What follows belongs to an exercise in optimizing a design on an open flow for small area, a short achievable clock period and few clock cycles per item; a production flow would make more cautious choices.
The RTL was checked by simulation tests, not by an equivalence proof against the original design.
No activity file was given, so power comes from the tool's default toggle rates.

==> flow/design.v (outline; a module is shown in full before it is edited, if it fits) <==
// module wosr_wave: 665 lines
// module wosr_fa: 10 lines
// module wosr_ha: 9 lines
// module wosr_mul_wg: 796 lines
// module wosr_mul_819: 1553 lines
// module wosr_mul_x: 1482 lines
// module waveform_oscillator_soft_ramp_core: 1783 lines
module waveform_oscillator_soft_ramp_core (
  input  wire logic                 clk,
  input  wire logic                 rst,
  input  wire logic                 in_valid,
  output logic                      in_ready,
  input  wire logic signed [23:0]   in_left,
  input  wire logic signed [23:0]   in_right,
  input  wire logic                 in_block_start,
  input  wire logic                 in_soft_start,
  input  wire logic                 in_soft_stop,
  output logic                      out_valid,
  input  wire logic                 out_ready,
  output logic signed [23:0]        out_left,
  output logic signed [23:0]        out_right,
  output logic signed [15:0]        out_wave,
  input  wire logic                 cfg_valid,
  output logic                      cfg_ready,
  input  wire logic [1:0]           cfg_index,
  input  wire logic [wosr_pkg::FIELD_BITS-1:0] cfg_data
);
  // ...
==> flow/run.sh <==
#!/bin/bash
# synth_recipe.tcl (not shown) runs the flow's synth.tcl, then flattens the netlist and writes it again
# the make line also repeats each setting of config.mk as NAME=value (left out here)
make -C /OpenROAD-flow-scripts/flow DESIGN_CONFIG=/design/flow/config.mk WORK_HOME=/design/flow/orfs CLKGATE_MAP_FILE= SYNTH_SCRIPT=/design/flow/synth_recipe.tcl finish
==> flow/config.mk <==
export PLATFORM = sky130hd
export DESIGN_NAME = waveform_oscillator_soft_ramp_core
export DESIGN_NICKNAME = waveform_oscillator_soft_ramp_core
export VERILOG_FILES = /design/flow/design.v
export SDC_FILE = /design/flow/constraint.sdc
export NUM_CORES = 4
export LEC_CHECK = 0
export CAP_MARGIN = 20
export CORE_MARGIN = 2
export CORE_UTILIZATION = 65
export SLEW_MARGIN = 20
export SYNTH_HIERARCHICAL = 1
==> flow/constraint.sdc <==
create_clock -name core_clock -period 12.0 [get_ports {clk}]
set_input_delay 2.4000 -clock core_clock [delete_from_list [all_inputs] [get_ports {clk}]]
set_output_delay 2.4000 -clock core_clock [all_outputs]
set_load 0.01 [all_outputs]
==> results.py, run 1 <==
metrics = {
    "layout": {
        "mostFrequentLayoutCells": "fa_1 (372), edfxtp_1 (350), ha_1 (323)",
        "diodes": 7,
        "nClkBuffers": 63,
        "multi_input_gates": 3045,
        "nNetsFinal": 4687,
        "max_flop_register": "s3_w819",
        "largest_reg_flops": 42,
        "seq_cells": 488,
    },
    "grt": {
        "grt_max_degree": 83,
        "grt_util_all_layers": 0.3195,
        "top_usage_layer": "met2",
    },
    "synth": {
        "synth_common_cells": "fa_1 (372), edfxtp_1 (350), ha_1 (323), nand2_1 (260), a21oi_1 (237)",
        "synth_edf_count": 350,
        "synth-simple-area-share": 0.09536,
        "synth.top_cell.area_share": 0.2393,
        "syn_inst": 4057,
        "synth-seq-cells": 488,
        "synthFlopType": "edfxtp_1",
        "seq_area_frac_synth": 0.3021,
    },
    "outcome": {
        "status": "complete, no violations",
    },
    "pwr": {
        "finalPower_mw": 14.03,
        "power_leader": "combinational cells",
        "comb_power_mw": 9.57,
        "pwr-share-clk": 0.113,
    },
    "clocking": {
        "cts-root-buf": "clkbuf_16",
        "clkTransAtPathRegs_ns": 0.06,
        "clock_sinks": 488,
    },
    "place": {
        "dp_slack_ns": 4.623,
        "gp_congestion": 0.9294,
    },
    "sta": {
        "finalSetupViolCount": 0,
        "skew_ns": 0.04117,
    },
    "routing": {
        "drc_errors": 0,
        "met3_length_um": 8416,
        "via_per_inst": 6.553,
        "ant_nets": 0,
    },
    "die": {
        "die_y_um": 264.0,
        "core_area_um2": 67040,
        "start_util": 0.6553,
        "die_width_um": 264.0,
    },
    "worst_setup_path": {
        "path_max_fanout": 7,
        "reg2reg_slack_ns": 4.58,
        "crit_path_start": "s2_wa[0]$_DFFE_PP_",
        "r2r_end": "s3_w819[33]$_DFFE_PP_",
    },
}
Testbench counts, summed over its fixed seeds: cycles 8,352, items 8,192.
==> inputs of run 2 (changes only) <==
--- a/flow/config.mk
+++ b/flow/config.mk
@@ -7,6 +7,6 @@
 export LEC_CHECK = 0
 export CAP_MARGIN = 20
 export CORE_MARGIN = 2
-export CORE_UTILIZATION = 65
+export CORE_UTILIZATION = 40
 export SLEW_MARGIN = 20
 export SYNTH_HIERARCHICAL = 1
==> run 2 against run 1 <==
Still clean. Wire length is 3.2% lower. Sequential share of layout area fell by 0.51 points. Global-route usage is 13 points lower. Count of clock-buffer cells in the layout up 4. Worst hold slack lost 0.0011 ns. Critical path type unchanged.
==> results.py, run 2 <==
metrics = {
    "synth": {
        "synth-seq-cells": 488,
        "synth_area_leaders": "edfxtp_1 (24%), fa_1 (17%), ha_1 (9.2%), dfxtp_1 (6.3%), xnor2_1 (4.1%)",
        "synth_top_family_by_area": "adder cells",
        "seq_area_frac_synth": 0.3021,
        "synthMostInstantiatedCell": "fa_1",
        "synth_area_um2": 43930,
        "syn_inst": 4057,
        "synth_common_cells": "fa_1 (372), edfxtp_1 (350), ha_1 (323), nand2_1 (260), a21oi_1 (237)",
        "synth_compound_area_frac": 0.1572,
        "synthFlopType": "edfxtp_1",
        "synth.distinct_cells": 110,
        "synth_area_leader_cell": "edfxtp_1",
        "synth_fa_ha_area_frac": 0.2620,
        "ys_warn_count": 8,
        "muxShareOfSynthArea": 0.06588,
        "synth-simple-area-share": 0.09536,
        "synth_xor_area_frac": 0.05284,
        "syn_avg_cell_area_um2": 10.83,
        "async_flop_share": 0,
        "synth_edf_count": 350,
        "synth.top_cell.area_share": 0.2393,
    },
    "layout": {
        "layout-drive-gt1-share": 0.1032,
        "fill_cells": 10160,
        "nNetsFinal": 4693,
        "max_flop_register": "s3_w819",
        "syn2layout_area_growth_pct": 7.428,
        "final_common_cell": "fa_1",
        "largest_reg_flops": 42,
        "diodes": 0,
        "mostFrequentLayoutCells": "fa_1 (372), edfxtp_1 (350), ha_1 (323)",
        "seqCellArea_um2": 13290,
        "multi_input_area_um2": 27900,
        "stdcell_count": 5376,
    },
    "sta": {
        "fin_ws_ns": 4.662,
        "rsz0062_at_grt": "false",
        "clock.fmax_mhz": 136.3,
        "hold_viol": 0,
        "tns_ns": 0,
        "skew_ns": 0.08717,
        "slew_violations": 0,
        "finalSetupViolCount": 0,
        "worst_pin_slew_ns": 1.133,
        "fin_crit_sh": 0.6115,
        "period_needed_ns": 7.338,
        "slew_headroom": 0.2435,
    },
    "grt": {
        "grt_util_all_layers": 0.1916,
        "antenna_found_initial": 1,
        "grt_pass1_wl_um": 173500,
        "grt_max_degree": 95,
        "gr-total-overflow": 0,
        "grt_pass1_vias": 30500,
    },
    "worst_setup_path": {
        "path_class": "reg2reg",
        "path_buf_inv": 1,
        "worstPathRequired_ns": 12.39,
        "slowest_delay_ns": 0.79,
        "path_max_fanout": 7,
        "r2r-start": "s2_wa[0]$_DFFE_PP_",
        "critPathSlowestCell": "xor2_1",
        "crit_chain": "ha_1 > inv_1 > fa_1 > nor2b_1 > o2111ai_2 > a32oi_2 > a21oi_1 > nor2b_1 > a31oi_1 > o21bai_1 > fa_1 > xor2_1 > fa_1 > fa_1 > fa_1 > ha_1 > a21oi_1 > o21ai_1 > o41ai_1 > o211ai_1 > o311ai_4 > o211a_1 > nor3_2 > xor2_1",
        "crit_path_end_kind": "register",
        "crit_path_start": "s2_wa[0]$_DFFE_PP_",
        "cp_common_cell": "fa_1",
        "startpoint_type": "register",
        "arrival_ns": 7.73,
        "path_delay_family": "adder cells",
    },
    "clocking": {
        "cts_tree": "yes",
        "clock_sinks": 488,
        "cts_resized": 0,
        "cts_setup_buffers": 0,
        "cts.path.max_buffers": 3,
        "cts_made_buffers": 55,
        "cts-root-buf": "clkbuf_16",
        "clkTransAtPathRegs_ns": 0.06,
        "clk_latency_ns": 0.69,
        "hold_buffers": 0,
        "h-tree-depth": 2,
    },
    "routing": {
        "vias": 30230,
        "ant_nets": 0,
        "dr.pass1.iters": 6,
        "via_per_inst": 5.623,
        "met3_length_um": 5392,
        "drt-total-wl_um": 108400,
        "drt_iter0_drc": 2437,
        "drc_errors": 0,
        "top_layer_used": "met4",
        "wl_per_cell_um": 20.16,
        "met1_length_um": 49920,
        "route.met2.wl_um": 50680,
    },
    "min_path": {
        "min-delay-start": "kd[2]$_SDFFE_PP0P_",
        "hold_class": "reg2reg",
    },
    "place": {
        "dp_hpwl_um": 77180,
        "dp_slack_ns": 4.632,
        "dp.cells": 5273,
        "portBuffers": 147,
        "gp_congestion": 0.8993,
    },
    "pwr": {
        "peakVddDrop_mv": 0.3600,
        "p_leak_nw": 19.63,
        "powerDensity_nw_per_um2": 293.8,
    },
    "outcome": {
        "status": "complete, no violations",
    },
    "die": {
        "io_pins": 149,
        "fp-row-count": 121,
        "die_width_um": 335.4,
        "start_util": 0.4036,
        "core_area_um2": 108900,
        "die-area_um2": 112500,
        "die_y_um": 335.4,
    },
    "flow_run": {
        "drv_cap": 0,
    },
}
run 2: final cells by class:
cell class                      count  share of cell area
Multi-Input combinational cell   3045              0.5913
Sequential cell                   488              0.2815
Timing Repair Buffer              202             0.03977
Tap cell                         1414             0.03749
Clock buffer                       67             0.03033
Inverter                          124            0.009863
Clock inverter                     36            0.009704
run 2: power by group:
part | internal, mW | switching, mW
clock network | 1.03 | 0.723
logic | 4.21 | 5.08
registers | 2.56 | 0.274
run 2: cells by family after synthesis:
family	count (synthesis)
compound gates	987
simple gates	852
fa+ha+maj	697
buf+inv	525
flops	488
xor+xnor	265
mux	241
other cells	2
run 2: per-module statistics from Yosys (local to each module, per instance):
module	area (um^2)	flops+latches	cells	times used
wosr_ha	12.51	0	1	72
wosr_fa	20.02	0	1	317
wosr_mul_819	3557	0	459	1
waveform_oscillator_soft_ramp_core	21270	488	1614	1
wosr_mul_x	3911	0	530	1
wosr_mul_wg	4252	0	460	1
wosr_wave	3696	0	605	1
run 2: worst paths after layout:
path / to / slack, ns / cells after the start
max: s3_w819[40]$_DFFE_PP_ / 4.66 / 24
min: kd[2]$_SDFFE_PP0P_ / 0.45 / 2
max reg2reg: s3_w819[40]$_DFFE_PP_ / 4.66 / 24
min reg2reg: kd[2]$_SDFFE_PP0P_ / 0.45 / 2
run 2: tightest hold or removal path: stages, from the launching register on:
cell,delay [ns]
dfxtp_1,0.31
nand2_1,0.05
a21oi_1,0.05
run 2: stage by stage:
| stage | hold WS (ns) | utilization | power, mW | cell area [um^2] |
|---|---|---|---|---|
| 2_1_floorplan | 0.3665 | - | 11.98 | 43930 |
| 3_3_place_gp | 0.4409 | 0.4159 | 11.99 | 45270 |
| 3_5_place_dp | 0.4476 | 0.4159 | 12.14 | 45270 |
| 4_1_cts | 0.4555 | 0.4332 | 13.98 | 47160 |
| 5_1_grt | 0.4846 | 0.4335 | 15.33 | 47190 |
| 6_report | 0.4505 | 0.4335 | 13.86 | 47190 |
run 2: per-layer routing:
metal,up-vias,global-route usage
li1,14230,-
met4,0,0.05190
met1,14980,0.2697
met3,161,0.02270
met5,-,0
met2,862,0.3115

static timing again, ports no longer ideal:
How much do the figures lean on ideal ports? The routed layouts below were timed once more, with nothing changed but the port constraints.
Step 1 (the two cells are an assumption about what drives the block):
set clk [get_ports {clk}]
set_driving_cell -lib_cell sky130_fd_sc_hd__clkbuf_16 $clk
set_driving_cell -lib_cell sky130_fd_sc_hd__buf_2 [delete_from_list [all_inputs] $clk]
Step 2, shift: input delay + t, output delay - t, t = (earliest + latest rising clock arrival at the registers) / 2. This alone moves slack from input paths to output paths.
Slacks: ideal ports / drivers / drivers and shift; pairs: ideal ports / drivers.
| run | t, ns | slack for setup (ns) | hold WS [ns] |
|---|---|---|---|
| run 1 | 0.686 | 4.577 / 4.577 / 4.577 | 0.452 / 0.452 / 0.452 |
| run 2 | 0.719 | 4.662 / 4.662 / 4.662 | 0.450 / 0.450 / 0.450 |
After both steps every run listed still meets setup and hold.
